Source: an optimization exercise on an open RTL-to-GDS flow (aim: small area, a short achievable clock period and few clock cycles per item). Production flows keep margins and buffers that such runs may drop.
RTL that was checked went through simulation tests only; none was proved equivalent to the original.
Function not checked in runs 1 and 2: the RTL went through the layout flow alone.
In run 4 the design's own scripts or RTL, not TritonCTS, make the clock network.
No driver is modelled on the clock port, so clock power and skew are understated where the tree is cut down; a real chip needs a root buffer or a tree.
Power is estimated from default activity; no workload was simulated.

## design/flow/config.mk

```make
export PLATFORM = sky130hd
export DESIGN_NAME = wr_req_merge_top
export DESIGN_NICKNAME = wr_req_merge_top
export VERILOG_FILES = /design/flow/design.v
export SDC_FILE = /design/flow/constraint.sdc
export NUM_CORES = 4
export LEC_CHECK = 0
export CAP_MARGIN = 20
export CORE_MARGIN = 2
export CORE_UTILIZATION = 70
export SETUP_SLACK_MARGIN = 3.5
export SLEW_MARGIN = 20
```

## design/flow/constraint.sdc

```tcl
create_clock -name core_clock -period 5.5 [get_ports {clk}]
set_input_delay 1.1000 -clock core_clock [delete_from_list [all_inputs] [get_ports {clk}]]
set_output_delay 1.1000 -clock core_clock [all_outputs]
set_load 0.01 [all_outputs]
```

## design/flow/design.v

```verilog
`timescale 1ns/10ps
`default_nettype none
module wr_req_merge_top (
  input  wire                                        clk,
  input  wire                                        rst_n,
  input  wire [5-1:0]                    req_en,
  input  wire [5*32-1:0] req_data,
  output logic [5-1:0]                   req_avail_in,
  input  wire                                        avail_out,
  output logic                                       out_en,
  output logic [32-1:0]              out_data
);
  localparam int P = 5;
  localparam int DW = 32;
  localparam int BL = 4;
  logic [DW-1:0] slot [0:P*BL-1];
  logic [P*BL-1:0] v;         
  logic [P*BL-1:0] wp;        
  logic [P*BL-1:0] le;        
  logic [P*BL-1:0] rd;        
  logic [P-1:0] we;
  logic [P-1:0] full;
  logic av_r;
  logic active;               
  logic [P-1:0] cur;          
  logic [BL-1:0] widx;        
  logic [P*BL-1:0] sel;       
  logic [P-1:0] nxt;          
  logic nv;
  logic [P-1:0] rr;           
  logic [P-1:0] cand;
  logic [P-1:0] pick;
  logic any;
  logic send;
  logic last;
  logic load;
  assign cand = full & ~(cur & {P{active}}) & ~(nxt & {P{nv}});
  assign any = |cand;
  always_comb begin
    logic found;
    pick = '0;
    found = 1'b0;
    for (int k = 0; k < P; k++) begin
      for (int i = 0; i < P; i++) begin
        if (rr[k] && !found && cand[(k + i) % P]) begin
          pick[(k + i) % P] = 1'b1;
          found = 1'b1;
        end
      end
    end
  end
  assign send = av_r && active;
  assign last = send && widx[BL-1];
  assign load = last || !active;
  for (genvar i = 0; i < P; i++) begin : gen_sel
    assign rd[BL*i +: BL] = widx & {BL{send && cur[i]}};
  end
  always_ff @(posedge clk or negedge rst_n) begin
    if (!rst_n) begin
      av_r <= 1'b0;
      active <= 1'b0;
      cur <= '0;
      widx <= BL'(1);
      sel <= '0;
      nxt <= '0;
      nv <= 1'b0;
      rr <= P'(1);
      out_en <= 1'b0;
    end else begin
      av_r <= avail_out;
      out_en <= send;
      if (load) begin
        cur <= nv ? nxt : pick;
        active <= nv || any;
        widx <= BL'(1);
        for (int i = 0; i < P; i++) begin
          sel[BL*i +: BL] <= {BL{nv ? nxt[i] : pick[i]}} & BL'(1);
        end
      end else if (send) begin
        widx <= {widx[BL-2:0], widx[BL-1]};
        for (int i = 0; i < P; i++) begin
          sel[BL*i +: BL] <= {BL{cur[i]}} & {widx[BL-2:0], widx[BL-1]};
        end
      end
      if (!load && !nv) begin
        nxt <= pick;
        nv <= any;
      end else if (load) begin
        nv <= 1'b0;
      end
      if (!nv && any) begin
        rr <= {pick[P-2:0], pick[P-1]};
      end
    end
  end
  for (genvar i = 0; i < P; i++) begin : gen_client
    logic [BL-1:0] wpi;
    logic [BL-1:0] wpn;
    logic [BL-1:0] wpx;
    logic [BL-1:0] vn;
    logic [BL-1:0] fr;
    assign wpi = wp[BL*i +: BL];
    assign wpn = {wpi[BL-2:0], wpi[BL-1]};
    assign we[i] = req_en[i] && (|le[BL*i +: BL]);
    assign vn = (v[BL*i +: BL] & ~rd[BL*i +: BL]) | (wpi & {BL{we[i]}});
    assign wpx = we[i] ? wpn : wpi;
    for (genvar j = 0; j < BL; j++) begin : gen_slot
      always_ff @(posedge clk) begin
        if (le[BL*i+j]) begin
          slot[BL*i+j] <= req_data[DW*i +: DW];
        end
      end
    end
    always_ff @(posedge clk or negedge rst_n) begin
      if (!rst_n) begin
        v[BL*i +: BL] <= '0;
        le[BL*i +: BL] <= '0;
        full[i] <= 1'b0;
        wp[BL*i +: BL] <= BL'(1);
        req_avail_in[i] <= 1'b0;
      end else begin
        v[BL*i +: BL] <= vn;
        le[BL*i +: BL] <= wpx & ~vn;
        full[i] <= &vn;
        wp[BL*i +: BL] <= wpx;
        req_avail_in[i] <= |(wpx & ~vn);
      end
    end
  end
  always_ff @(posedge clk) begin
    logic [DW-1:0] d;
    d = '0;
    for (int k = 0; k < P*BL; k++) begin
      d = d | (slot[k] & {DW{sel[k]}});
    end
    out_data <= d;
  end
endmodule
`default_nettype wire
```

## design/flow/flow/run.sh

```bash
#!/bin/bash
set -euo pipefail
here=$(cd "$(dirname "${BASH_SOURCE[0]}")" && pwd)
export CTS_ARGS="-sink_clustering_enable -repair_clock_nets -dont_use_dummy_load -sink_clustering_size 30 -sink_clustering_max_diameter 60 -buf_list sky130_fd_sc_hd__clkbuf_16"
export POST_CTS_TCL="$here/collapse_root.tcl"
export BUFFER_PORTS_ARGS="-buffer_cell sky130_fd_sc_hd__buf_2"
export PRE_DETAIL_PLACE_TCL="$here/io_pull.tcl"
bash standard.sh > standard_flow.log 2>&1
```

## design/flow/flow/collapse_root.tcl

```tcl
set block [ord::get_db_block]
set clk_net [[$block findBTerm clk] getNet]
set loads {}
foreach it [$clk_net getITerms] {
  if {[[$it getMTerm] getIoType] eq "INPUT"} { lappend loads $it }
}
if {[llength $loads] == 1} {
  set root [[lindex $loads 0] getInst]
  set root_net ""
  foreach it [$root getITerms] {
    if {[[$it getMTerm] getIoType] eq "OUTPUT"} { set root_net [$it getNet] }
  }
  set outs {}
  foreach it [$root_net getITerms] {
    if {[[$it getMTerm] getIoType] eq "INPUT"} { lappend outs $it }
  }
  if {[string match *clkbuf* [[$root getMaster] getName]] && [llength $outs] <= 4} {
    puts "collapse_root: [$root getName] drove [llength $outs] cells; the clock port drives them now"
    foreach it $outs {
      $it disconnect
      $it connect $clk_net
    }
    odb::dbInst_destroy $root
    odb::dbNet_destroy $root_net
  } else {
    puts "collapse_root: root [$root getName] drives [llength $outs] cells; tree kept"
  }
}
```

## design/flow/flow/io_pull.tcl

```tcl
# Before detailed placement: put each output port's buffer at its pin and the
# register that drives it (when the buffer is that register's only load) right
# beside it, so the register-to-port paths carry no long wire. Detailed
# placement then makes the placement legal.
set block [ord::get_db_block]
set core [$block getCoreArea]
proc io_pull_clamp {v lo hi} { expr {$v < $lo ? $lo : ($v > $hi ? $hi : $v)} }
set moved 0
foreach bt [$block getBTerms] {
  if {[$bt getIoType] ne "OUTPUT"} continue
  set net [$bt getNet]
  set buf ""
  foreach it [$net getITerms] {
    if {[[$it getMTerm] getIoType] eq "OUTPUT"} { set buf [$it getInst] }
  }
  if {$buf eq ""} continue
  set n2 ""
  foreach it [$buf getITerms] {
    if {[[$it getMTerm] getIoType] eq "INPUT" && [[$it getMTerm] getSigType] eq "SIGNAL"} { set n2 [$it getNet] }
  }
  if {$n2 eq ""} continue
  set ff ""
  set loads 0
  foreach it [$n2 getITerms] {
    if {[[$it getMTerm] getIoType] eq "OUTPUT"} { set ff [$it getInst] } else { incr loads }
  }
  if {$ff eq "" || $loads != 1 || ![[$ff getMaster] isSequential]} continue
  set bb [$bt getBBox]
  set px [expr {([$bb xMin] + [$bb xMax]) / 2}]
  set py [expr {([$bb yMin] + [$bb yMax]) / 2}]
  set x [io_pull_clamp $px [$core xMin] [expr {[$core xMax] - [[$buf getMaster] getWidth]}]]
  set y [io_pull_clamp $py [$core yMin] [expr {[$core yMax] - [[$buf getMaster] getHeight]}]]
  $buf setLocation $x $y
  # The register goes one row further in from the pin.
  set fx [io_pull_clamp $px [$core xMin] [expr {[$core xMax] - [[$ff getMaster] getWidth]}]]
  set fy [io_pull_clamp $py [$core yMin] [expr {[$core yMax] - [[$ff getMaster] getHeight]}]]
  if {$px <= [$core xMin]} { set fx [expr {$x + [[$buf getMaster] getWidth]}] }
  if {$px >= [$core xMax]} { set fx [expr {$x - [[$ff getMaster] getWidth]}] }
  if {$py <= [$core yMin]} { set fy [expr {$y + [[$buf getMaster] getHeight]}] }
  if {$py >= [$core yMax]} { set fy [expr {$y - [[$ff getMaster] getHeight]}] }
  $ff setLocation $fx $fy
  incr moved
}
puts "io_pull: moved $moved output registers and their port buffers to the pins"
```

## design/flow/standard.sh

```bash
#!/bin/bash
# synth_recipe.tcl (not shown) runs the flow's synth.tcl, then flattens the netlist and writes it again
# the make line also repeats each setting of config.mk as NAME=value (left out here)
make -C /OpenROAD-flow-scripts/flow DESIGN_CONFIG=/design/flow/config.mk WORK_HOME=/design/flow/orfs CLKGATE_MAP_FILE= SYNTH_SCRIPT=/design/flow/synth_recipe.tcl "${@:-finish}"
```

==> results of run 1 <==
## path summary, 6_finish.rpt
check                       startpoint              end  cells past startpoint
max                              le[5]  req_avail_in[1]                      6
min                        slot[14][8]      out_data[8]                      2
max reg2reg                      le[5]  req_avail_in[1]                      6
min reg2reg                slot[14][8]      out_data[8]                      2
max in group asynchronous        rst_n          sel[12]                      2
min in group asynchronous        rst_n  req_avail_in[1]                      1
## Yosys cell counts (2+ instances only)
| master | instances |
|---|---|
| dfxtp_1 | 32 |
| edfxtp_1 | 640 |
| o21ai_0 | 26 |
| nand3_1 | 22 |
| inv_1 | 11 |
| a21boi_1 | 3 |
| o41a_1 | 5 |
| and2_1 | 13 |
| a221oi_1 | 130 |
| a21oi_1 | 28 |
| o31ai_1 | 7 |
| nor3_1 | 3 |
| nor2_1 | 5 |
| and4_1 | 5 |
| clkbuf_1 | 59 |
| o22ai_1 | 4 |
| a31oi_1 | 3 |
| a21o_1 | 2 |
| a22oi_1 | 66 |
| buf_1 | 11 |
| and2_4 | 10 |
| dfrtp_1 | 106 |
| buf_2 | 7 |
| a22o_1 | 131 |
| nand4_1 | 32 |
| o41ai_1 | 6 |
| and3_1 | 35 |
| dfstp_2 | 7 |
| nand2_1 | 124 |
| o21ai_1 | 8 |
| or4_4 | 5 |
| o32ai_1 | 2 |
| or2_0 | 2 |
| o211ai_1 | 2 |
| nor2b_1 | 8 |
## kinds of logic after synthesis
group | count (synthesis) | share of synthesized area [%]
flip-flops | 785 | 81.4
AO/OA/AOI/OAI | 433 | 12.4
buffers and inverters | 89 | 1.24
AND/OR/NAND/NOR | 266 | 4.92
## worst min-delay path, stage by stage, from the launching register on
cell	delay [ns]
edfxtp_1	0.33
a22oi_1	0.07
nand4_1	0.07
## state kept, by name, indices dropped and copies added (netlist names), 4 cells and up
register,cells
sel,20
v,20
full,5
req_avail_in,5
rr,5
cur,5
wp,20
out_data,32
nxt,5
widx,4
slot,640
le,20
## layout make-up
type                       instances  area, sq um  share of cell area, %
sequential                       785        22800                   72.0
multi-input combinational        699         4960                   15.7
timing repair buffer             316         2260                   7.15
clock buffer                      37          926                   2.93
tap                              525          657                   2.08
inverter                          11         45.0                  0.142
timing repair inverter             1         7.51                 0.0237
antenna                            2         5.00                 0.0158
## per-layer routing
layer	global-route usage (%)	vias up	part of all wire, %
met5	0	-	0.033
met4	15.8	4	5.0
met3	8.15	286	14
met2	63.9	1581	47
met1	55.6	8769	34
li1	-	6975	-
## power by group
part	total [mW]	internal (mW)	switching [mW]
Sequential	6.53	6.48	0.0552
Clock	2.85	1.21	1.64
Combinational	0.397	0.142	0.255
==> notes.md, run 1 <==
DRC violations left 0; final wirelength 82.9 mm; critical path's top delay family simple AND/OR/NAND/NOR gates; Die ar. 41400 sq um; Avg WL per Cell 34.9 microns; r2r setup slk 3.41 ns; Final GP Congestion 0.881; final std cells w/o fill 2376; FFs w/ async S/R, synth 14.4%; most common flop cell mapped by yosys edfxtp_1; first-pass GRT wire length 116 mm; Placement Setup Slack 3.00 ns; maxcap violations 0; Slew @ Worst Pin 1.18 ns; Synthesized Nets 1741; CP Cell Sequence o41a_1 -> buf_4 -> nand2_4 -> o21ai_2 -> and2_4 -> or4_4; DPL Wire Length 42.3 mm; commonest cells after routing, fill and taps aside edfxtp_1, buf_2, a22o_1; Crit path arrival time 2.34 ns; via/cell ratio 7.41; Horiz. Die Dim 204 microns; TNS Setup 0 ns; leading cell type in the layout, fill and taps excluded edfxtp_1; Placement Cell Area 29500 sq um; initial core utilization 70.5%; hold_ws 0.474 ns; final core utilization 80.0%; cell count after synthesis 1573; CP startpoint kind flip-flop; clk latency of the worst-skew pair 0.40 ns; Clock Sinks 785; Ys Warns 2; Finished Cell Area 31600 sq um; crit-path max cell delay 0.54 ns; status no timing/DRC/antenna violations; Req. time, crit path 5.75 ns; clk_skew 0.0372 ns; Tot Pwr 9.78 mW; sequential fraction of the synthesis area 81.4%; antenna violations before repair 4; cell count after placement 2254; FP Rows 73; main area contributors after synthesis edfxtp_1, dfrtp_1, a22o_1, a221oi_1, dfxtp_1; height of the die 204 microns; CORE AREA 39500 sq um; clock transition at the registers of the reported paths 0.10 ns; fraction of layout cells with a size suffix above 1 24.0%; fin crit share 38.0%; largest net degree at the start of global routing 74; RSZ-0062 raised after global routing true; final hold viol count 0; slew margin rel. 21.5%; Slowest-stage cell, CP or4_4; endpoints failing setup 0; CP endpoint kind flip-flop; Final WS setup 3.41 ns; Post-synth EDFFs 640; Pins Over Slew Limit 0; CP max FO 4; GR Util All Layers 40.1%; count of input and output buffers 205; total gr overflow 0; Mapped Area 27900 sq um; Max IR drop VDD 246 uV; Syn-to-layout area delta 13.5%; Period minus WS final 2.09 ns; Synth top area share 68.9%; Synth area leader edfxtp_1; DR iter-0 viols 2766; Hold WC Path Type reg -> reg; Fill cells 2032; # nets final 2019; syn_area_per_cell 17.7 sq um; io pins 206; Pleak 11.0 nW; WS Path Type reg -> reg; Unique masters post-synth 48; Seq cells post-synth 785; fmax 479 MHz; TritonRoute pass-1 iters 5; Buf/Inv on CP 1; antenna-violating nets left 0; pwr dens 309 nW/um^2; via count 17615; vias in the first global route 17054
==> run 2: changes to the inputs <==
--- a/design/flow/design.v
+++ b/design/flow/design.v
@@ -55,3 +55,4 @@
   for (genvar i = 0; i < P; i++) begin : gen_sel
-    assign rd[BL*i +: BL] = widx & {BL{send && cur[i]}};
+    assign sel[BL*i +: BL] = widx & {BL{cur[i]}};
+    assign rd[BL*i +: BL] = sel[BL*i +: BL] & {BL{send}};
   end
@@ -63,3 +64,2 @@
       widx <= BL'(1);
-      sel <= '0;
       nxt <= '0;
@@ -75,10 +75,4 @@
         widx <= BL'(1);
-        for (int i = 0; i < P; i++) begin
-          sel[BL*i +: BL] <= {BL{nv ? nxt[i] : pick[i]}} & BL'(1);
-        end
       end else if (send) begin
         widx <= {widx[BL-2:0], widx[BL-1]};
-        for (int i = 0; i < P; i++) begin
-          sel[BL*i +: BL] <= {BL{cur[i]}} & {widx[BL-2:0], widx[BL-1]};
-        end
       end
==> run 2 against run 1 <==
Still clean on timing, DRC and antenna. Fmax is 1.8% higher. Sequential cell count is 20 lower. Critical path depth stayed put. Global-route usage is 0.91 points lower. Clock-buffer cell count stayed put. Sequential share of layout area is 0.60 points lower. Non-clock buffer count is 1 higher. Core utilization is 0.84 points higher. Via count is 2.4% lower. Synthesized area is 2.1% lower. Total power is 8.6% higher. Critical path type is now in -> reg. Largest power group unchanged.
==> notes.md, run 2 <==
status no timing/DRC/antenna violations; fin crit share 37.3%; DR iter-0 viols 2942; via/cell ratio 7.39; vias in the first global route 16736; Fill cells 1994; main area contributors after synthesis edfxtp_1, dfrtp_1, a22o_1, a221oi_1, dfxtp_1; Synth top cells by count edfxtp_1, a22o_1, a221oi_1, nand2_1, dfrtp_1; max reg flops 640; Seq cells post-synth 765; # nets final 1971; DR WL met2 38.5 mm; Crit path arrival time 2.31 ns; first-pass GRT wire length 112 mm; net switching power 2.45 mW; crit-path max cell delay 0.57 ns; most frequent cell after synthesis edfxtp_1; Synth top area share 70.4%; Mapped Area 27300 sq um; sequential fraction of the synthesis area 81.3%; Crit path top cell by count nand2_2; final std cells w/o fill 2326; CP Cell Sequence buf_4 -> o41a_1 -> nand2_2 -> nand2_2 -> a21oi_1 -> or4_4; Post-synth EDFFs 640; commonest cells after routing, fill and taps aside edfxtp_1, buf_2, a22o_1; CP endpoint kind flip-flop; Unique masters post-synth 52; DRC violations left 0; maxcap violations 0; endpoints failing setup 0; top layer in use met5; GR Util All Layers 39.1%; Hold WC Path Type reg -> reg; height of the die 201 microns; syn_area_per_cell 17.8 sq um; switching share of power 23.1%; CP startpoint kind input port; Avg WL per Cell 35.3 microns; Slew @ Worst Pin 0.835 ns; Slowest-stage cell, CP or4_4; CP max FO 4; Max IR drop VDD 310 uV; pwr dens 341 nW/um^2; TNS Setup 0 ns; cell count after placement 2192; clk_skew 0.0459 ns; count of input and output buffers 205; WS Path Type in -> reg; Horiz. Die Dim 201 microns; antenna violations before repair 8; via count 17194; RSZ-0062 raised after global routing true; Ys Warns 2; Die ar. 40600 sq um; slew margin rel. 44.3%; io pins 206; FP Rows 72; initial core utilization 70.8%; clk latency of the worst-skew pair 0.40 ns; Tot Pwr 10.6 mW; total gr overflow 0; met3 routed WL 11.4 mm; CORE AREA 38600 sq um; Regs by FF count slot: 640 flops, out_data: 32 flops; Synthesized Nets 1706; register share of total power 61.7%; Req. time, crit path 5.76 ns; Final GP Congestion 0.912; antenna-violating nets left 0; fraction of layout cells with a size suffix above 1 27.9%; fmax 487 MHz; clock transition at the registers of the reported paths 0.10 ns; final hold viol count 0; Synth area leader edfxtp_1; Clk network pwr share 26.7%; DPL Wire Length 40.6 mm; Clock Sinks 765; most common flop cell mapped by yosys edfxtp_1; TritonRoute pass-1 iters 6; P_int 8.17 mW; Pins Over Slew Limit 0; Period minus WS final 2.05 ns; Syn-to-layout area delta 14.2%; met1 WL 28.5 mm; Largest Register slot; final core utilization 80.9%; largest net degree at the start of global routing 94; Pleak 10.7 nW; FFs w/ async S/R, synth 12.2%; leading cell type in the layout, fill and taps excluded edfxtp_1; final wirelength 82.1 mm; combinational power share 11.6%; cell count after synthesis 1538
run 2: final cells by class:
class                   instances  area, sq um  share of cell area (%)
flip-flops and latches        765        22300                    71.4
multi-input cells             674         5100                    16.4
repair buffers                317         2200                    7.06
clock buffers                  37          926                    2.97
well taps                     518          648                    2.08
inverters                       8         30.0                  0.0963
diodes                          7         17.5                  0.0562
run 2: logic make-up after synthesis:
kind of cell | synth area share (%)
buffers and inverters | 1.62
AND/OR/NAND/NOR | 4.59
AO/OA/AOI/OAI | 12.5
multiplexers | 0.0367
flip-flops | 81.3
run 2: through the flow:
step	hold WS [ns]	setup WS [ns]	cell area, sq um
finish	0.488	3.45	31200
global route	0.512	3.40	31200
detailed placement	0.469	2.97	28800
global placement	0.455	3.07	28800
floorplan	0.444	3.38	27300
run 2: worst max-delay path, delay by kind of cell:
kind | cells | cell delay, ns
simple gates | 3 | 0.77
buf+inv | 1 | 0.11
compound gates | 2 | 0.32
run 2: per-layer routing:
| metal | GRT usage, % | up-vias |
|---|---|---|
| li1 | - | 6813 |
| met3 | 7.92 | 264 |
| met5 | 0 | - |
| met2 | 62.6 | 1567 |
| met1 | 53.9 | 8546 |
| met4 | 16.3 | 4 |
run 2: worst paths after layout:
kind                        startpoint              end  slack (ns)  cells past startpoint
max                          req_en[4]  req_avail_in[4]        3.45                      6
min in group asynchronous        rst_n  req_avail_in[3]        0.77                      1
min                        slot[3][10]     out_data[10]        0.49                      2
max reg2reg                    widx[0]      out_data[0]        3.45                      6
min reg2reg                slot[3][10]     out_data[10]        0.49                      2
max in group asynchronous        rst_n            le[9]        4.07                      1
run 2: power by group through the flow:
stage | Combinational, mW | Clock (mW) | Sequential [mW]
detailed placement | 0.965 | 0 | 6.67
global route | 1.29 | 3.00 | 6.57
finish | 1.23 | 2.83 | 6.56
floorplan | 0.466 | 0 | 6.70
global placement | 0.909 | 0 | 6.70
==> run 3: changes to the inputs <==
--- a/design/flow/design.v
+++ b/design/flow/design.v
@@ -16,6 +16,5 @@
   logic [DW-1:0] slot [0:P*BL-1];
-  logic [P*BL-1:0] v;         
-  logic [P*BL-1:0] wp;        
+  logic [P*3-1:0] cnt;        
+  logic [P*2-1:0] wp;         
   logic [P*BL-1:0] le;        
-  logic [P*BL-1:0] rd;        
   logic [P-1:0] we;
@@ -33,2 +32,5 @@
   logic any;
+  logic [P-1:0] almost;       
+  logic [P-1:0] cand_idle;
+  logic [P-1:0] pick_idle;
   logic send;
@@ -38,2 +40,12 @@
   assign any = |cand;
+  assign cand_idle = full | (almost & req_en);
+  always_comb begin
+    pick_idle = '0;
+    for (int i = P - 1; i >= 0; i--) begin
+      if (cand_idle[i]) begin
+        pick_idle = '0;
+        pick_idle[i] = 1'b1;
+      end
+    end
+  end
   always_comb begin
@@ -56,3 +68,2 @@
     assign sel[BL*i +: BL] = widx & {BL{cur[i]}};
-    assign rd[BL*i +: BL] = sel[BL*i +: BL] & {BL{send}};
   end
@@ -71,3 +82,7 @@
       out_en <= send;
-      if (load) begin
+      if (!active) begin
+        cur <= pick_idle;
+        active <= |cand_idle;
+        widx <= BL'(1);
+      end else if (last) begin
         cur <= nv ? nxt : pick;
@@ -84,3 +99,3 @@
       end
-      if (!nv && any) begin
+      if (active && !nv && any) begin
         rr <= {pick[P-2:0], pick[P-1]};
@@ -90,12 +105,18 @@
   for (genvar i = 0; i < P; i++) begin : gen_client
-    logic [BL-1:0] wpi;
-    logic [BL-1:0] wpn;
-    logic [BL-1:0] wpx;
-    logic [BL-1:0] vn;
-    logic [BL-1:0] fr;
-    assign wpi = wp[BL*i +: BL];
-    assign wpn = {wpi[BL-2:0], wpi[BL-1]};
-    assign we[i] = req_en[i] && (|le[BL*i +: BL]);
-    assign vn = (v[BL*i +: BL] & ~rd[BL*i +: BL]) | (wpi & {BL{we[i]}});
-    assign wpx = we[i] ? wpn : wpi;
+    logic [1:0] wpi;
+    logic [1:0] wpx;
+    logic [2:0] ci;
+    logic rdi;
+    logic fulln;
+    assign wpi = wp[2*i +: 2];
+    assign ci = cnt[3*i +: 3];
+    assign we[i] = req_en[i];
+    assign rdi = send && cur[i];
+    assign wpx = wpi + {1'b0, we[i]};
+    assign fulln = !rdi && (we[i] ? (ci == 3'd3) : ci[2]);
+    assign full[i] = ci[2];
+    assign almost[i] = (ci == 3'd3);
+    for (genvar j = 0; j < BL; j++) begin : gen_le
+      assign le[BL*i+j] = (wpi == 2'(j)) && !ci[2];
+    end
     for (genvar j = 0; j < BL; j++) begin : gen_slot
@@ -109,13 +130,13 @@
       if (!rst_n) begin
-        v[BL*i +: BL] <= '0;
-        le[BL*i +: BL] <= '0;
-        full[i] <= 1'b0;
-        wp[BL*i +: BL] <= BL'(1);
+        cnt[3*i +: 3] <= '0;
+        wp[2*i +: 2] <= '0;
         req_avail_in[i] <= 1'b0;
       end else begin
-        v[BL*i +: BL] <= vn;
-        le[BL*i +: BL] <= wpx & ~vn;
-        full[i] <= &vn;
-        wp[BL*i +: BL] <= wpx;
-        req_avail_in[i] <= |(wpx & ~vn);
+        if (we[i] && !rdi) begin
+          cnt[3*i +: 3] <= ci + 3'd1;
+        end else if (rdi && !we[i]) begin
+          cnt[3*i +: 3] <= ci - 3'd1;
+        end
+        wp[2*i +: 2] <= wpx;
+        req_avail_in[i] <= !fulln;
       end
--- a/design/flow/flow/run.sh
+++ b/design/flow/flow/run.sh
@@ -5,3 +5,3 @@
 export POST_CTS_TCL="$here/collapse_root.tcl"
-export BUFFER_PORTS_ARGS="-buffer_cell sky130_fd_sc_hd__buf_2"
+export BUFFER_PORTS_ARGS="-buffer_cell sky130_fd_sc_hd__buf_1"
 export PRE_DETAIL_PLACE_TCL="$here/io_pull.tcl"
==> run 3 against run 2 <==
Synthesized area shrank 3.2%. Register-to-register slack about the same. Still clean on timing, DRC and antenna. Non-clock buffer count decreased by 59. Synthesized cell count fell by 5.6%. Largest cell class unchanged. Sequential cell count is 40 lower. Cell area is 5.9% lower. Clock skew increased by 0.019 ns. Core utilization decreased by 2.4 points. Clock power fell by 5%.
==> notes.md, run 3 <==
status no timing/DRC/antenna violations; syn_area_per_cell 18.2 sq um; height of the die 198 microns; vias in the first global route 15661; main area contributors after synthesis edfxtp_1, dfrtp_1, a221oi_1, a22o_1, a22oi_1; final wirelength 75.9 mm; Max IR drop VDD 672 uV; endpoints failing setup 0; Hold WC Path Type reg -> reg; Die ar. 39300 sq um; DPL Wire Length 38.4 mm; DR iter-0 viols 2594; cell count after synthesis 1452; Pleak 9.50 nW; min-delay src slot[18][22]; Req. time, crit path 5.67 ns; fraction of layout cells with a size suffix above 1 14.1%; Seq cells post-synth 725; TritonRoute pass-1 iters 6; GR Util All Layers 39.0%; leading cell type in the layout, fill and taps excluded edfxtp_1; Final GP Congestion 0.860; CP max FO 16; slew margin rel. 46.1%; Regs by FF count slot: 640 flops, out_data: 32 flops, cnt: 15 flops; # nets final 1847; final core utilization 78.5%; antenna-violating nets left 0; sequential fraction of the synthesis area 80.2%; maxcap violations 0; clk latency of the worst-skew pair 0.41 ns; RSZ-0062 raised after global routing true; Unique masters post-synth 56; total gr overflow 0; CP startpoint kind flip-flop; clk_skew 0.0645 ns; FFs w/ async S/R, synth 7.31%; io pins 206; Largest Register slot; Ys Warns 2; Post-synth EDFFs 640; WS Path Type reg -> reg; Avg WL per Cell 34.8 microns; Synth top cells by count edfxtp_1, a22oi_1, a221oi_1, a22o_1, clkbuf_1; CP endpoint kind flip-flop; Horiz. Die Dim 198 microns; final hold viol count 0; Synth top area share 72.7%; clock transition at the registers of the reported paths 0.09 ns; TNS Setup 0 ns; Period minus WS final 2.04 ns; via count 15994; via/cell ratio 7.33; pwr dens 452 nW/um^2; Pins Over Slew Limit 0; fin crit share 37.1%; crit path from widx[2]; DRC violations left 0; FP Rows 71; most common flop cell mapped by yosys edfxtp_1; max reg flops 640; Synthesized Nets 1635; CORE AREA 37400 sq um; Mapped Area 26400 sq um; commonest cells after routing, fill and taps aside edfxtp_1, buf_1, a22oi_1; Synth area leader edfxtp_1; antenna violations before repair 14; Syn-to-layout area delta 11.1%; largest net degree at the start of global routing 54; Slew @ Worst Pin 0.808 ns; most frequent cell after synthesis edfxtp_1; Clock Sinks 725; initial core utilization 70.6%; Crit path arrival time 2.21 ns; count of input and output buffers 205; r2r startpoint widx[2]; first-pass GRT wire length 106 mm; fmax 490 MHz
[run 3: cell count changes after synthesis, moves of 8 or more]
cell / before / now
a21oi_1: 29 / 9
a221oi_1: 125 / 103
a22o_1: 126 / 103
a22oi_1: 72 / 118
and3_1: 34 / 12
dfrtp_1: 86 / 51
ha_1: 0 / 10
nand2_1: 123 / 36
nand3_1: 5 / 13
nand4b_1: 0 / 20
nor3b_1: 0 / 11
o21ai_0: 27 / 12
xor2_1: 0 / 14
[run 3: path summary, 6_finish.rpt]
check / slack [ns] / cells past startpoint / to
worst max-delay path: 3.46 / 6 / out_data[30]
worst min-delay path: 0.46 / 2 / out_data[22]
worst max register to register: 3.46 / 6 / out_data[30]
worst min register to register: 0.46 / 2 / out_data[22]
max in group asynchronous: 4.07 / 2 / active
min in group asynchronous: 0.84 / 2 / wp[8]
[run 3: cell type report]
cell class / count / area (sq um)
sequential: 725 / 21200
fill: 2087 / 8060
multi-input combinational: 634 / 5220
timing repair buffer: 258 / 1320
clock buffer: 36 / 901
tap: 511 / 639
inverter: 9 / 33.8
antenna: 10 / 25.0
[run 3: where the power goes]
group          internal (mW)  switching [mW]  total, mW
sequential              7.62           0.603       8.23
combinational          0.573            1.75       2.32
clock                   1.18            1.52       2.70
[run 3: metrics by stage]
stage	worst slack, ns	area [sq um]	std cells	hold WS, ns	power (mW)
6_report	3.46	29300	2183	0.461	13.3
2_1_floorplan	3.16	26600	1452	0.444	9.26
5_1_grt	3.48	29300	2177	0.485	13.6
3_5_place_dp	3.00	27900	2102	0.469	10.5
3_3_place_gp	3.05	27900	2102	0.458	10.4
[run 3: logic make-up (layout without fill, tap and decap cells)]
kind of cell / count (synthesis) / count (layout) / synth area share (%)
fa+ha+maj: 15 / 15 / 0.852
simple gates: 201 / 210 / 4.48
xor+xnor: 20 / 20 / 0.663
buf+inv: 102 / 303 / 1.69
mux: 10 / 10 / 0.403
other cells: 0 / 10 / 0
compound gates: 379 / 379 / 11.7
flops: 725 / 725 / 80.2
[run 3: metal layers]
metal	vias up	global-route usage [%]	wire length (microns)
met2	1381	61.2	35600
met1	8016	55.1	27000
met5	-	0	48
li1	6400	-	-
met3	191	8.26	10600
met4	6	14.7	2610
[run 3: worst max-delay path, stage by stage, from the launching register on]
cell and delay (ns):
dfrtp_2 0.46, and2_4 0.22, buf_12 0.17, a22o_1 0.26, a221oi_2 0.25, and3_1 0.22, nand4_1 0.24
Testbench counts of run 3, summed over its fixed seeds: cycles 11,814, items 9,752.
==> run 4: changes to the inputs <==
==> design/flow/flow/run.sh (replaced) <==
#!/bin/bash
# The standard layout (standard.sh, unchanged synthesis), with these
# changes to how the layout is made:
# - ports are buffered with buf_1 cells (repair sizes them up where timing
#   needs it) instead of the larger default buffer;
# - grid_cts.tcl, run after CTS, replaces the clock tree CTS built with a
#   balanced two-level tree: the registers in GRIDxGRID clusters of equal
#   size, one clkbuf_16 per cluster, and one clkbuf_16 per quarter of the
#   grid on the clock port;
# - outbuf_pull.tcl, run before detailed placement, puts each output
#   port's buffer next to the register that drives it;
# - the flow settings in config.mk.
# Each ORFS step writes its full log under orfs/logs; make's own output goes
# to standard_flow.log here.
set -euo pipefail
here=$(cd "$(dirname "${BASH_SOURCE[0]}")" && pwd)
export CTS_ARGS="-sink_clustering_enable -repair_clock_nets -dont_use_dummy_load -sink_clustering_size 30 -sink_clustering_max_diameter 60 -buf_list sky130_fd_sc_hd__clkbuf_16"
export POST_CTS_TCL="$here/grid_cts.tcl"
export GCTS_GRID=6
export BUFFER_PORTS_ARGS="-buffer_cell sky130_fd_sc_hd__buf_1"
export PRE_DETAIL_PLACE_TCL="$here/outbuf_pull.tcl"
bash standard.sh > standard_flow.log 2>&1
==> design/flow/flow/grid_cts.tcl (new file) <==
# Build the clock tree by hand: the registers are split into a GRIDxGRID grid
# of clusters of equal size (by x, then by y within each column), each cluster
# gets a leaf clkbuf_16 at its centre, each quarter of the grid gets a clkbuf_16
# at the centre of its leaves, and the clock port drives those four.
# Any clock buffers already on the clock net are removed first.
proc gcts_centre {insts} {
  set sx 0; set sy 0
  foreach i $insts {
    set bb [$i getBBox]
    set sx [expr {$sx + ([$bb xMin] + [$bb xMax]) / 2.0}]
    set sy [expr {$sy + ([$bb yMin] + [$bb yMax]) / 2.0}]
  }
  set n [llength $insts]
  return [list [expr {int($sx / $n)}] [expr {int($sy / $n)}]]
}
proc gcts_split {items n key} {
  # items: list of {inst x y}; split into n runs of equal size sorted by key (1=x, 2=y)
  set s [lsort -real -index $key $items]
  set total [llength $s]
  set out {}
  for {set k 0} {$k < $n} {incr k} {
    set a [expr {($k * $total) / $n}]
    set b [expr {(($k + 1) * $total) / $n - 1}]
    lappend out [lrange $s $a $b]
  }
  return $out
}
set gcts_grid [expr {[info exists ::env(GCTS_GRID)] ? $::env(GCTS_GRID) : 6}]
set block [ord::get_db_block]
set clk_bterm [$block findBTerm clk]
set clk_net [$clk_bterm getNet]
set db [ord::get_db]
set buf_master [$db findMaster sky130_fd_sc_hd__clkbuf_16]

# Collect the register clock pins below the clock port, and the buffers above them.
set sinks {}
set bufs {}
set todo [list $clk_net]
while {[llength $todo]} {
  set n [lindex $todo 0]; set todo [lrange $todo 1 end]
  foreach it [$n getITerms] {
    if {[[$it getMTerm] getIoType] ne "INPUT"} continue
    set inst [$it getInst]
    if {[[$inst getMaster] isSequential]} {
      lappend sinks $it
    } else {
      lappend bufs $inst
      foreach o [$inst getITerms] {
        if {[[$o getMTerm] getIoType] eq "OUTPUT" && [$o getNet] ne "NULL"} { lappend todo [$o getNet] }
      }
    }
  }
}
foreach it $sinks { $it disconnect }
foreach b $bufs {
  set nets {}
  foreach o [$b getITerms] {
    if {[[$o getMTerm] getIoType] eq "OUTPUT" && [$o getNet] ne "NULL"} { lappend nets [$o getNet] }
  }
  odb::dbInst_destroy $b
  foreach n $nets { if {[llength [$n getITerms]] == 0} { odb::dbNet_destroy $n } }
}
set items {}
foreach it $sinks {
  set bb [[$it getInst] getBBox]
  lappend items [list $it [expr {([$bb xMin] + [$bb xMax]) / 2.0}] [expr {([$bb yMin] + [$bb yMax]) / 2.0}]]
}
set cols [gcts_split $items $gcts_grid 1]
set half [expr {$gcts_grid / 2}]
set quads [dict create]
set ci 0
foreach col $cols {
  set cells [gcts_split $col $gcts_grid 2]
  set ri 0
  foreach cl $cells {
    set net [odb::dbNet_create $block "clknet_gcts_leaf_${ci}_${ri}"]
    $net setSigType CLOCK
    set insts {}
    foreach e $cl { [lindex $e 0] connect $net; lappend insts [[lindex $e 0] getInst] }
    set leaf [odb::dbInst_create $block $buf_master "clkbuf_gcts_leaf_${ci}_${ri}"]
    foreach o [$leaf getITerms] {
      set mt [$o getMTerm]
      if {[$mt getIoType] eq "OUTPUT"} { $o connect $net }
    }
    lassign [gcts_centre $insts] x y
    $leaf setLocation $x $y
    $leaf setPlacementStatus PLACED
    set q [expr {($ci >= $half ? 2 : 0) + ($ri >= $half ? 1 : 0)}]
    dict lappend quads $q $leaf
    incr ri
  }
  incr ci
}
foreach q [dict keys $quads] {
  set leaves [dict get $quads $q]
  set net [odb::dbNet_create $block "clknet_gcts_q$q"]
  $net setSigType CLOCK
  set l1 [odb::dbInst_create $block $buf_master "clkbuf_gcts_q$q"]
  foreach o [$l1 getITerms] {
    set mt [$o getMTerm]
    if {[$mt getIoType] eq "OUTPUT"} { $o connect $net }
    if {[$mt getIoType] eq "INPUT" && [$mt getSigType] eq "SIGNAL"} { $o connect $clk_net }
  }
  foreach l $leaves {
    foreach o [$l getITerms] {
      set mt [$o getMTerm]
      if {[$mt getIoType] eq "INPUT" && [$mt getSigType] eq "SIGNAL"} { $o connect $net }
    }
  }
  lassign [gcts_centre $leaves] x y
  $l1 setLocation $x $y
  $l1 setPlacementStatus PLACED
}
# Power pins of the new buffers.
foreach inst [$block getInsts] {
  if {![string match clkbuf_gcts_* [$inst getName]]} continue
  foreach o [$inst getITerms] {
    set st [[$o getMTerm] getSigType]
    if {$st eq "POWER"} { $o connect [$block findNet VDD] }
    if {$st eq "GROUND"} { $o connect [$block findNet VSS] }
  }
}
puts "grid_cts: [llength $sinks] registers, [llength $bufs] old buffers removed, [expr {$gcts_grid * $gcts_grid}] leaves, [dict size $quads] buffers on the clock port"
detailed_placement
==> design/flow/flow/outbuf_pull.tcl (new file) <==
# Before detailed placement: move each output port's buffer next to the
# register that drives it, so that the strong port buffer, not the register,
# drives the wire to the pin. Detailed placement then makes the placement
# legal.
set block [ord::get_db_block]
set moved 0
foreach bt [$block getBTerms] {
  if {[$bt getIoType] ne "OUTPUT"} continue
  set buf ""
  foreach it [[$bt getNet] getITerms] {
    if {[[$it getMTerm] getIoType] eq "OUTPUT"} { set buf [$it getInst] }
  }
  if {$buf eq ""} continue
  set n2 ""
  foreach it [$buf getITerms] {
    if {[[$it getMTerm] getIoType] eq "INPUT" && [[$it getMTerm] getSigType] eq "SIGNAL"} { set n2 [$it getNet] }
  }
  if {$n2 eq ""} continue
  set ff ""
  set loads 0
  foreach it [$n2 getITerms] {
    if {[[$it getMTerm] getIoType] eq "OUTPUT"} { set ff [$it getInst] } else { incr loads }
  }
  if {$ff eq "" || $loads != 1 || ![[$ff getMaster] isSequential]} continue
  set loc [$ff getLocation]
  $buf setLocation [expr {[lindex $loc 0] + [[$ff getMaster] getWidth]}] [lindex $loc 1]
  incr moved
}
puts "outbuf_pull: moved $moved output buffers next to their registers"
--- a/design/flow/config.mk
+++ b/design/flow/config.mk
@@ -10,3 +10,3 @@
 export CORE_UTILIZATION = 70
-export SETUP_SLACK_MARGIN = 3.5
+export SETUP_SLACK_MARGIN = 3.55
 export SLEW_MARGIN = 20
removed: design/flow/flow/collapse_root.tcl
removed: design/flow/flow/io_pull.tcl
==> run 4 against run 3 <==
Clock power increased by 6%. Critical path depth decreased by 5. Combinational power about the same. Cell area increased by 0.18%. Synthesized cell count unchanged. Sequential power about the same. Setup slack improved by 0.036 ns. Worst hold slack improved by 0.015 ns. Critical path type is now reg -> out. Highest routed layer unchanged.
==> notes.md, run 4 <==
status no timing/DRC/antenna violations; syn_area_per_cell 18.2 sq um; GR Util All Layers 37.2%; Period minus WS final 2.01 ns; Die ar. 39300 sq um; r2r startpoint cur[4]; Regs by FF count slot: 640 flops, out_data: 32 flops, cnt: 15 flops; Tot Pwr 13.4 mW; endpoints failing setup 0; Max IR drop VDD 455 uV; final hold viol count 0; Seq cells post-synth 725; Placement Cell Area 27900 sq um; Finished Cell Area 29400 sq um; fmax 498 MHz; Post-synth EDFFs 640; via count 15502; Hold Path Sink out_data[1]; largest net degree at the start of global routing 54; crit-path max cell delay 0.39 ns; initial core utilization 70.6%; Slew @ Worst Pin 0.789 ns; commonest cells after routing, fill and taps aside edfxtp_1, buf_1, a22oi_1; Clk network pwr share 21.3%; Largest Register slot; antenna violations before repair 12; # nets final 1835; hold_ws 0.476 ns; height of the die 198 microns; r2r setup slk 3.56 ns; CP max FO 1; sequential fraction of the synthesis area 80.2%; clk_skew 0.0171 ns; total gr overflow 0; fraction of layout cells with a size suffix above 1 14.5%; fin crit share 36.5%; max reg flops 640; TNS Setup 0 ns; Ys Warns 2; io pins 206; most frequent cell after synthesis edfxtp_1; WS Path Type reg -> out; TritonRoute pass-1 iters 5; worst r2r path cells 5; switching share of power 28.8%; cell count after synthesis 1452; CORE AREA 37400 sq um; Fill cells 2042; CP Cell Sequence buf_6; Synth top cells by count edfxtp_1, a22oi_1, a221oi_1, a22o_1, clkbuf_1; FFs w/ async S/R, synth 7.31%; combinational power share 17.5%; leading cell type in the layout, fill and taps excluded edfxtp_1; Unique masters post-synth 56; register share of total power 61.3%; Mapped Area 26400 sq um; Req. time, crit path 4.40 ns; net switching power 3.87 mW; pwr dens 456 nW/um^2; cell count after placement 2101; Avg WL per Cell 33.1 microns; final wirelength 71.7 mm; Buf/Inv on CP 1; Clock Sinks 725; P_int 9.54 mW; Hold WC Path Type reg -> reg; clock transition at the registers of the reported paths 0.08 ns; slew margin rel. 47.4%; critical path's top delay family flip-flops; Min-Delay Path Depth 2; min-delay src slot[18][1]; via/cell ratio 7.16; DPL Wire Length 38.0 mm; Horiz. Die Dim 198 microns; main area contributors after synthesis edfxtp_1, dfrtp_1, a221oi_1, a22o_1, a22oi_1; final std cells w/o fill 2165; Pleak 9.47 nW; Final GP Congestion 0.827; Synth top area share 72.7%; Synthesized Nets 1635; DRC violations left 0; FP Rows 71; CP startpoint kind flip-flop; RSZ-0062 raised after global routing true; clk latency of the worst-skew pair 0.39 ns; CP endpoint kind output pin; vias in the first global route 15315; maxcap violations 0; Slowest-stage cell, CP dfrtp_1; count of input and output buffers 205; Pins Over Slew Limit 0; most common flop cell mapped by yosys edfxtp_1; antenna-violating nets left 0; r2r endpoint out_data[5]; Crit path arrival time 0.91 ns; first-pass GRT wire length 101 mm; Syn-to-layout area delta 11.3%; DR iter-0 viols 2142; Synth area leader edfxtp_1
-- run 4: area by class of cell --
class	count	area, sq um	area share (%)
repair buffers	246	1280	4.36
inverters	9	33.8	0.115
diodes	9	22.5	0.0766
well taps	511	639	2.17
plain buffers	40	1000	3.40
flip-flops and latches	725	21200	72.2
multi-input cells	625	5200	17.7
-- run 4: how the worst max path moves through the flow --
stage	slack (ns)	cells past startpoint	end	from
final	3.49	1	out_en	out_en
after global routing	3.47	1	out_en	out_en
after detailed placement	3.00	6	cnt[13]	active
after global placement	3.03	6	cnt[13]	active
after floorplan	3.16	2	slot[10][0]	cnt[8]
-- run 4: layer usage --
layer	vias to the layer above	track usage [%]	wire length, microns
met1	7792	51.9	26100
li1	6358	-	-
met3	157	8.72	9340
met2	1189	58.7	34100
met4	6	13.1	2100
met5	-	0	42
-- run 4: stage by stage --
| stage | util (%) | setup WS [ns] |
|---|---|---|
| after floorplan | - | 3.16 |
| after global placement | 74.6 | 3.03 |
| after detailed placement | 74.6 | 3.00 |
| after global routing | 78.6 | 3.47 |
| final | 78.6 | 3.49 |
-- run 4: tightest hold or removal path, delay by kind of cell, from the launching register on --
kind | cells | cell delay, ns
AND/OR/NAND/NOR | 1 | 0.06
AO/OA/AOI/OAI | 1 | 0.06
flip-flops | 1 | 0.32
-- run 4: power by group through the flow --
stage	Sequential, mW	Combinational [mW]	Clock, mW
2_1_floorplan	8.14	1.12	0
3_3_place_gp	8.24	2.12	0
3_5_place_dp	8.29	2.17	0
5_1_grt	8.32	2.43	3.03
6_report	8.21	2.34	2.85
-- run 4: logic make-up after synthesis --
family	after synthesis	share of synthesized area [%]
buffers and inverters	102	1.69
multiplexers	10	0.403
flip-flops	725	80.2
AO/OA/AOI/OAI	379	11.7
AND/OR/NAND/NOR	201	4.48
adder cells (fa/ha/maj)	15	0.852
XOR/XNOR	20	0.663

[port drivers added, routing unchanged]
In the flow no input, the clock included, has a driving cell. The finished layouts below were timed again as built, in two steps. Step 1 (the two cells are an assumption about what drives the block):
set clk [get_ports {clk}]
set_driving_cell -lib_cell sky130_fd_sc_hd__clkbuf_16 $clk
set_driving_cell -lib_cell sky130_fd_sc_hd__buf_2 [delete_from_list [all_inputs] $clk]
Step 2 adds t to the input delays and takes it off the output delays; t is the mean of the earliest and latest rising clock arrival at the registers after step 1. Input paths then give back, and output paths get back, about the clock's delay inside the block. a / b / c = ideal ports / drivers / drivers and shift; a / b = the first two.
| run | t (ns) | slack for setup (ns) | pins driven straight from the clock port |
|---|---|---|---|
| run 1 | 0.504 | 3.410 / 3.349 / 3.005 | 4 |
| run 2 | 0.504 | 3.448 / 3.375 / 3.028 | 4 |
| run 3 | 0.496 | 3.457 / 3.383 / 3.142 | 4 |
| run 4 | 0.502 | 3.494 / 3.375 / 3.203 | 4 |
After both steps setup and hold are still met in every run listed. For run 2, which loses most, drivers alone change the setup slack by -0.073 ns; drivers and shift together by -0.420 ns.
